Context: an optimization exercise on an open-source flow, tuned for small area. The choices shown serve that exercise and are no tape-out recipe. In this exercise RTL edits were held to simulation tests only and were not proved equivalent to the original. Power and IR drop assume default switching activity.

==> run X: inputs <==
==> flow/design.v <==
module execute_mc #(
  parameter int N      = 64,
  parameter int MUL_EN = 1
) (
  input  logic         clk,
  input  logic         reset,
  input  logic         valid_E,
  input  logic         flush_E,
  input  logic         AluSrc,
  input  logic [3:0]   AluControl,
  input  logic         MulOp,
  input  logic [N-1:0] PC_E,
  input  logic [N-1:0] signImm_E,
  input  logic [N-1:0] readData1_E,
  input  logic [N-1:0] readData2_E,
  output logic         stall_E,
  output logic [N-1:0] PCBranch_M,
  output logic [N-1:0] aluResult_M,
  output logic [N-1:0] writeData_M,
  output logic         zero_M,
  output logic         valid_M
);
  localparam int W = 16;            
  localparam int C = N / W;         
  logic [7:0]   cnt_q;              
  logic         carry_q;            
  logic         pcarry_q;           
  logic         pmsb_q;             
  logic [1:0]   imsb_q;             
  logic [1:0]   ph;
  logic [5:0]   rnd;
  logic [5:0]   mbit;
  logic         mul;
  logic         pres, last, done;
  logic [1:0]   bsel;
  logic [W-1:0] a_c, b_c, imm_c, pc_c;
  logic [W-1:0] alu_b, x, y, res;
  logic         sub, cin, b_i;
  logic [W:0]   sum;
  logic [W:0]   psum;
  assign ph   = cnt_q[1:0];
  assign rnd  = cnt_q[7:2];
  assign mbit = ~rnd;               
  assign mul  = (MUL_EN != 0) & MulOp;
  assign pres = valid_E & ~flush_E;
  assign last = (ph == 2'd3);
  assign done = last & (~mul | (rnd == 6'd63));
  assign stall_E = ~done;
  assign bsel  = mul ? mbit[5:4] : ph;
  assign a_c   = readData1_E[ph*W +: W];
  assign b_c   = readData2_E[bsel*W +: W];
  assign imm_c = signImm_E[ph*W +: W];
  assign pc_c  = PC_E[ph*W +: W];
  assign b_i   = b_c[mbit[3:0]];
  function automatic logic [W:0] radd(input logic [W-1:0] p, input logic [W-1:0] q,
                                      input logic ci);
    logic [W-1:0] g, t;
    logic [W:0]   c;
    g = p & q;
    t = p ^ q;
    c[0] = ci;
    for (int k = 0; k < W; k += 4) begin
      c[k+1] = g[k]   | (t[k]   & c[k]);
      c[k+2] = g[k+1] | (t[k+1] & g[k]) | (t[k+1] & t[k] & c[k]);
      c[k+3] = g[k+2] | (t[k+2] & g[k+1]) | (t[k+2] & t[k+1] & g[k])
             | (t[k+2] & t[k+1] & t[k] & c[k]);
      c[k+4] = g[k+3] | (t[k+3] & g[k+2]) | (t[k+3] & t[k+2] & g[k+1])
             | (t[k+3] & t[k+2] & t[k+1] & g[k]) | (t[k+3] & t[k+2] & t[k+1] & t[k] & c[k]);
    end
    radd = {c[W], t ^ c[W-1:0]};
  endfunction
  always_comb begin
    sub   = (AluControl == 4'b0110);
    alu_b = AluSrc ? imm_c : b_c;
    if (mul) begin
      x   = a_c & {W{b_i}};
      y   = (rnd == 6'd0) ? '0 : {aluResult_M[W-2:0], (ph == 2'd0) ? 1'b0 : pmsb_q};
      cin = (ph == 2'd0) ? 1'b0 : carry_q;
    end else begin
      x   = a_c;
      y   = alu_b ^ {W{sub}};
      cin = (ph == 2'd0) ? sub : carry_q;
    end
    sum = radd(x, y, cin);
    if (mul) res = sum[W-1:0];
    else begin
      case (AluControl)
        4'b0000: res = a_c & alu_b;
        4'b0001: res = a_c | alu_b;
        4'b0010: res = sum[W-1:0];
        4'b0110: res = sum[W-1:0];
        4'b0111: res = alu_b;
        4'b1100: res = ~(a_c | alu_b);
        default: res = '0;
      endcase
    end
    psum = radd(pc_c, {imm_c[W-3:0], (ph == 2'd0) ? 2'b00 : imsb_q},
                (ph == 2'd0) ? 1'b0 : pcarry_q);
  end
  always_ff @(posedge clk) begin
    if (reset) begin
      cnt_q   <= '0;
      valid_M <= 1'b0;
    end else begin
      cnt_q   <= (pres & ~done) ? cnt_q + 8'd1 : 8'd0;
      valid_M <= pres & done;
    end
  end
  always_ff @(posedge clk) begin
    carry_q     <= sum[W];
    pcarry_q    <= psum[W];
    pmsb_q      <= aluResult_M[W-1];
    imsb_q      <= imm_c[W-1:W-2];
    aluResult_M <= {res, aluResult_M[N-1:W]};
    PCBranch_M  <= {psum[W-1:0], PCBranch_M[N-1:W]};
    writeData_M <= readData2_E;
  end
  assign zero_M = (aluResult_M == '0);
endmodule
==> flow/run.sh <==
#!/bin/bash
# synth_recipe.tcl (not shown) runs the flow's synth.tcl, then flattens the netlist and writes it again
# the make line also repeats each setting of config.mk as NAME=value (left out here)
make -C /OpenROAD-flow-scripts/flow DESIGN_CONFIG=/design/flow/config.mk WORK_HOME=/design/flow/orfs CLKGATE_MAP_FILE= SYNTH_SCRIPT=/design/flow/synth_recipe.tcl finish
==> flow/config.mk <==
export PLATFORM = sky130hd
export DESIGN_NAME = execute_mc
export DESIGN_NICKNAME = execute_mc
export VERILOG_FILES = /design/flow/design.v
export SDC_FILE = /design/flow/constraint.sdc
export NUM_CORES = 4
export LEC_CHECK = 0
export CAP_MARGIN = 20
export CORE_MARGIN = 2
export CORE_UTILIZATION = 40
export SLEW_MARGIN = 20
==> flow/constraint.sdc <==
create_clock -name core_clock -period 7.0 [get_ports {clk}]
set_input_delay 1.4000 -clock core_clock [delete_from_list [all_inputs] [get_ports {clk}]]
set_output_delay 1.4000 -clock core_clock [all_outputs]
set_load 0.01 [all_outputs]
==> run B: changes against run X <==
==> flow/design.v (replaced) <==
module execute_mc #(
  parameter int N      = 64,
  parameter int MUL_EN = 1
) (
  input  logic         clk,
  input  logic         reset,
  input  logic         valid_E,
  input  logic         flush_E,
  input  logic         AluSrc,
  input  logic [3:0]   AluControl,
  input  logic         MulOp,
  input  logic [N-1:0] PC_E,
  input  logic [N-1:0] signImm_E,
  input  logic [N-1:0] readData1_E,
  input  logic [N-1:0] readData2_E,
  output logic         stall_E,
  output logic [N-1:0] PCBranch_M,
  output logic [N-1:0] aluResult_M,
  output logic [N-1:0] writeData_M,
  output logic         zero_M,
  output logic         valid_M
);
  localparam int W = 8;             
  localparam int C = N / W;         
  logic [2:0]   pc_q;               
  logic [C-1:0] ph_q;               
  logic [4:0]   rnd_q;              
  logic         cq;                 
  logic         kq;                 
  logic         amsb_q;             
  logic [1:0]   pmsb_q;             
  logic         pcq;                
  logic [1:0]   imsb_q;             
  logic         ph0, last, done, mul, pres, sub, d0, d1;
  logic [4:0]   dig;
  logic [C-1:0] bsel;
  logic [W-1:0] a_c, b_c, imm_c, pc_c, alu_b, a2_c, x1, x2, y, s, k, res;
  logic [W:0]   sum, psum;
  function automatic logic [W-1:0] pick(input logic [N-1:0] v, input logic [C-1:0] sel);
    pick = '0;
    for (int i = 0; i < C; i++) pick = pick | (v[i*W +: W] & {W{sel[i]}});
  endfunction
  function automatic logic [W:0] cla(input logic [W-1:0] p, input logic [W-1:0] q,
                                     input logic ci);
    logic [W-1:0] g, t;
    logic [W:0]   c;
    g = p & q;
    t = p ^ q;
    c[0] = ci;
    for (int i = 0; i < W; i += 4) begin
      c[i+1] = g[i]   | (t[i]   & c[i]);
      c[i+2] = g[i+1] | (t[i+1] & g[i]) | (t[i+1] & t[i] & c[i]);
      c[i+3] = g[i+2] | (t[i+2] & g[i+1]) | (t[i+2] & t[i+1] & g[i])
             | (t[i+2] & t[i+1] & t[i] & c[i]);
      c[i+4] = g[i+3] | (t[i+3] & g[i+2]) | (t[i+3] & t[i+2] & g[i+1])
             | (t[i+3] & t[i+2] & t[i+1] & g[i]) | (t[i+3] & t[i+2] & t[i+1] & t[i] & c[i]);
    end
    cla = {c[W], t ^ c[W-1:0]};
  endfunction
  assign ph_q = 8'd1 << pc_q;
  assign ph0  = ph_q[0];
  assign last = ph_q[C-1];
  assign mul  = (MUL_EN != 0) & MulOp;
  assign pres = valid_E & ~flush_E;
  assign done = last & (~mul | (rnd_q == 5'd31));
  assign stall_E = ~done;
  assign dig   = ~rnd_q;            
  assign bsel  = mul ? (8'd1 << dig[4:2]) : ph_q;
  assign a_c   = pick(readData1_E, ph_q);
  assign b_c   = pick(readData2_E, bsel);
  assign imm_c = pick(signImm_E, ph_q);
  assign pc_c  = pick(PC_E, ph_q);
  assign d0    = b_c[{dig[1:0], 1'b0}];
  assign d1    = b_c[{dig[1:0], 1'b1}];
  always_comb begin
    sub   = ~mul & (AluControl == 4'b0110);
    alu_b = AluSrc ? imm_c : b_c;
    a2_c  = {a_c[W-2:0], ph0 ? 1'b0 : amsb_q};
    x1    = a_c & {W{~mul | d0}};
    x2    = a2_c & {W{mul & d1}};
    if (mul) y = (rnd_q == 5'd0) ? '0 : {aluResult_M[W-3:0], ph0 ? 2'b00 : pmsb_q};
    else     y = alu_b ^ {W{sub}};
    s     = x1 ^ x2 ^ y;
    k     = (x1 & x2) | (x1 & y) | (x2 & y);
    sum   = cla(s, {k[W-2:0], ph0 ? 1'b0 : kq}, ph0 ? sub : cq);
    if (mul) res = sum[W-1:0];
    else begin
      case (AluControl)
        4'b0000: res = a_c & alu_b;
        4'b0001: res = a_c | alu_b;
        4'b0010: res = sum[W-1:0];
        4'b0110: res = sum[W-1:0];
        4'b0111: res = alu_b;
        4'b1100: res = ~(a_c | alu_b);
        default: res = '0;
      endcase
    end
    psum = cla(pc_c, {imm_c[W-3:0], ph0 ? 2'b00 : imsb_q}, ph0 ? 1'b0 : pcq);
  end
  always_ff @(posedge clk) begin
    if (reset) begin
      pc_q    <= '0;
      rnd_q   <= '0;
      valid_M <= 1'b0;
    end else begin
      if (pres & ~done) begin
        pc_q  <= pc_q + 3'd1;
        rnd_q <= rnd_q + {4'd0, last};
      end else begin
        pc_q  <= '0;
        rnd_q <= '0;
      end
      valid_M <= pres & done;
    end
  end
  always_ff @(posedge clk) begin
    cq          <= sum[W];
    kq          <= k[W-1];
    amsb_q      <= a_c[W-1];
    pmsb_q      <= aluResult_M[W-1:W-2];
    pcq         <= psum[W];
    imsb_q      <= imm_c[W-1:W-2];
    aluResult_M <= {res, aluResult_M[N-1:W]};
    PCBranch_M  <= {psum[W-1:0], PCBranch_M[N-1:W]};
    writeData_M <= readData2_E;
  end
  assign zero_M = (aluResult_M == '0);
endmodule
==> flow/flow/run.sh (new file) <==
#!/bin/bash
# The standard layout (standard.sh) with two changes:
#  - synthesis maps the logic with an area-oriented ABC script (flow/abc_area.script, used
#    through ABC_AREA=1 on a copy of ORFS's scripts folder); registers are untouched;
#  - the port buffers are the smallest buffer cell, sky130_fd_sc_hd__buf_1.
set -euo pipefail
cd "$(dirname "$0")/.."
W=$PWD
rm -rf "$W/scripts_area"
cp -r "$FLOW_HOME/scripts" "$W/scripts_area"
cp "$W/flow/abc_area.script" "$W/scripts_area/abc_area.script"
export BUFFER_PORTS_ARGS="-buffer_cell sky130_fd_sc_hd__buf_1"
bash standard.sh SCRIPTS_DIR="$W/scripts_area" ABC_AREA=1 finish > standard_flow.log 2>&1
==> flow/flow/abc_area.script (new file) <==
strash
&get -n
&fraig -x
&put
scorr
dc2
dretime
strash
&get -n
&dch -f
&nf
&put
topo
stime -c
==> flow/standard.sh (new file) <==
#!/bin/bash
# synth_recipe.tcl (not shown) runs the flow's synth.tcl, then flattens the netlist and writes it again
# the make line also repeats each setting of config.mk as NAME=value (left out here)
make -C /OpenROAD-flow-scripts/flow DESIGN_CONFIG=/design/flow/config.mk WORK_HOME=/design/flow/orfs CLKGATE_MAP_FILE= SYNTH_SCRIPT=/design/flow/synth_recipe.tcl "${@:-finish}"
Settings changed: CORE_AREA from default to 2 2 168 148, CORE_MARGIN 2 to default, CORE_UTILIZATION 40 to default, CTS_BUF_LIST from default to sky130_fd_sc_hd__clkbuf_16, CTS_CLUSTER_DIAMETER from default to 60, CTS_CLUSTER_SIZE from default to 40, DIE_AREA from default to 0 0 170 150.
removed: flow/run.sh
==> run F: changes against run X <==
==> flow/flow/run.sh (new file) <==
#!/bin/bash
# The standard layout, with the port buffers made of the smallest buffer cell
# (sky130_fd_sc_hd__buf_1) instead of the one buffer_ports picks by default.
set -euo pipefail
cd "$(dirname "$0")/.."
export BUFFER_PORTS_ARGS="-buffer_cell sky130_fd_sc_hd__buf_1"
bash standard.sh finish > standard_flow.log 2>&1
==> flow/standard.sh (new file) <==
#!/bin/bash
# synth_recipe.tcl (not shown) runs the flow's synth.tcl, then flattens the netlist and writes it again
# the make line also repeats each setting of config.mk as NAME=value (left out here)
make -C /OpenROAD-flow-scripts/flow DESIGN_CONFIG=/design/flow/config.mk WORK_HOME=/design/flow/orfs CLKGATE_MAP_FILE= SYNTH_SCRIPT=/design/flow/synth_recipe.tcl "${@:-finish}"
Settings changed: CORE_ASPECT_RATIO from default to 0.35, CORE_UTILIZATION 40 to 55, CTS_BUF_LIST from default to sky130_fd_sc_hd__clkbuf_4.
removed: flow/run.sh
==> run A: changes against run X <==
==> flow/flow/run.sh (new file) <==
#!/bin/bash
# The standard layout, with the port buffers made of the smallest buffer cell
# (sky130_fd_sc_hd__buf_1) instead of the one buffer_ports picks by default.
set -euo pipefail
cd "$(dirname "$0")/.."
export BUFFER_PORTS_ARGS="-buffer_cell sky130_fd_sc_hd__buf_1"
bash standard.sh finish > standard_flow.log 2>&1
==> flow/standard.sh (new file) <==
#!/bin/bash
# synth_recipe.tcl (not shown) runs the flow's synth.tcl, then flattens the netlist and writes it again
# the make line also repeats each setting of config.mk as NAME=value (left out here)
make -C /OpenROAD-flow-scripts/flow DESIGN_CONFIG=/design/flow/config.mk WORK_HOME=/design/flow/orfs CLKGATE_MAP_FILE= SYNTH_SCRIPT=/design/flow/synth_recipe.tcl "${@:-finish}"
Settings changed: CORE_UTILIZATION 40 to 65, CTS_BUF_LIST from default to sky130_fd_sc_hd__clkbuf_8, CTS_CLUSTER_SIZE from default to 30.
removed: flow/run.sh
==> flow_summary.yaml <==
timing:
  drv_slew: 0
  final.hold.worst_slack_ps: 347
floorplan:
  tapcell.inserted: 302
finish:
  layout.cells.largest_class: "sequential cells"
  final_core_utilization_pct: 42.0
  layout.comb_gates.multi_input: 392
  layout_overhead_on_the_synthesized_area_pct: 39.5
worst_setup_path:
  critical_path.max_fanout: 8
  worst_setup_path_startpoint: "MulOp"
detailed_routing:
  first_pass_iters: 9
  route.final.wire_length_um: 32500
synth:
  synth_mux_area_share_pct: 0.157
pwr:
  power_density_nw_per_um2: 308
outcome:
  status: "no timing/DRC/antenna violations"
place:
  dpl-instance-area_um2: 9430
clocking:
  clock_sinks: 209
the above is filed under run B

==> flow_summary.yaml <==
place:
  dpl-instance-area_um2: 10700
clocking:
  clock_sinks: 206
finish:
  final_core_utilization_pct: 71.9
  layout.cells.largest_class: "multi-input combinational cells"
outcome:
  status: "no timing/DRC/antenna violations"
worst_setup_path:
  worst_setup_path_startpoint: "MulOp"
  critical_path.max_fanout: 16
pwr:
  power_density_nw_per_um2: 287
detailed_routing:
  first_pass_iters: 5
  postRouteAntennaNets: 0
timing:
  drv_slew: 0
  final.hold.worst_slack_ps: 316
synth:
  synth_mux_area_share_pct: 19.9
  post-synth-top-area-fraction_pct: 47.1
floorplan:
  tapcell.inserted: 217
the above is filed under run F

==> flow_summary.yaml <==
outcome:
  status: "no timing/DRC/antenna violations"
synth:
  synth_mux_area_share_pct: 19.9
worst_setup_path:
  worst_setup_path_startpoint: "MulOp"
  critical_path.max_fanout: 16
finish:
  layout.comb_gates.multi_input: 463
  final_core_utilization_pct: 66.9
  layout.cells.largest_class: "buffers"
floorplan:
  tapcell.inserted: 280
timing:
  drv_slew: 0
place:
  dpl-instance-area_um2: 13700
clocking:
  clock_sinks: 206
the above is filed under run X

==> flow_summary.yaml <==
outcome:
  status: "did not finish"
  failing_step: "3_2_place_iop"
  error_line: "[ERROR PPL-0024] Number of IO pins (461) exceeds maximum number of available positions (426). Increase the die perimeter from 480.42um to 626.96um."
synth:
  ys_top_cells_by_count: "206 x dfxtp_1, 69 x mux4_2, 34 x ha_1, 34 x nand2_1, 33 x nor2_1"
  synth_top_family_by_area: "multiplexers"
  post-synth-top-area-fraction_pct: 47.1
  syn-cell-area_um2: 8760
  synth_top_flop_cell: "dfxtp_1"
  synth_mux_area_share_pct: 19.9
  cell_count_after_synthesis: 729
  synth.area.top_cells: "dfxtp_1 47%, mux4_2 18%, ha_1 4.9%, xor2_1 3.1%, mux2i_1 2.2%"
floorplan:
  die_w_um: 120
the above is filed under run A

static timing again, ports no longer ideal:
Ports are ideal in the flow. The routed layouts listed here were re-timed in OpenROAD.
Step 1: set_driving_cell puts a clkbuf_16 on clk and a buf_2 on each other input, an assumption about the parent block.
Step 2, shift: input delay + t, output delay - t, t = (earliest + latest rising clock arrival at the registers) / 2. This alone moves slack from input paths to output paths.
Three values: ideal ports, drivers, drivers and shift; two values: the first two.
run | t (ns) | setup slack, ns | clock arrival spread, ns | slew at the worst register clock pin (ns) | pins driven straight from the clock port
run X | 0.556 | 0.714 / 0.725 / 0.169 | 0.011 / 0.011 | 0.06 / 0.06 | 1
run B | 0.534 | 1.153 / 1.126 / 0.591 | 0.041 / 0.041 | 0.12 / 0.12 | 1
run F | 0.674 | 0.823 / 0.821 / 0.147 | 0.052 / 0.052 | 0.10 / 0.10 | 1
After both steps every run listed still meets setup and hold. The setup slack of run F, which loses most, moves by -0.002 ns with the drivers and by -0.676 ns with both steps.
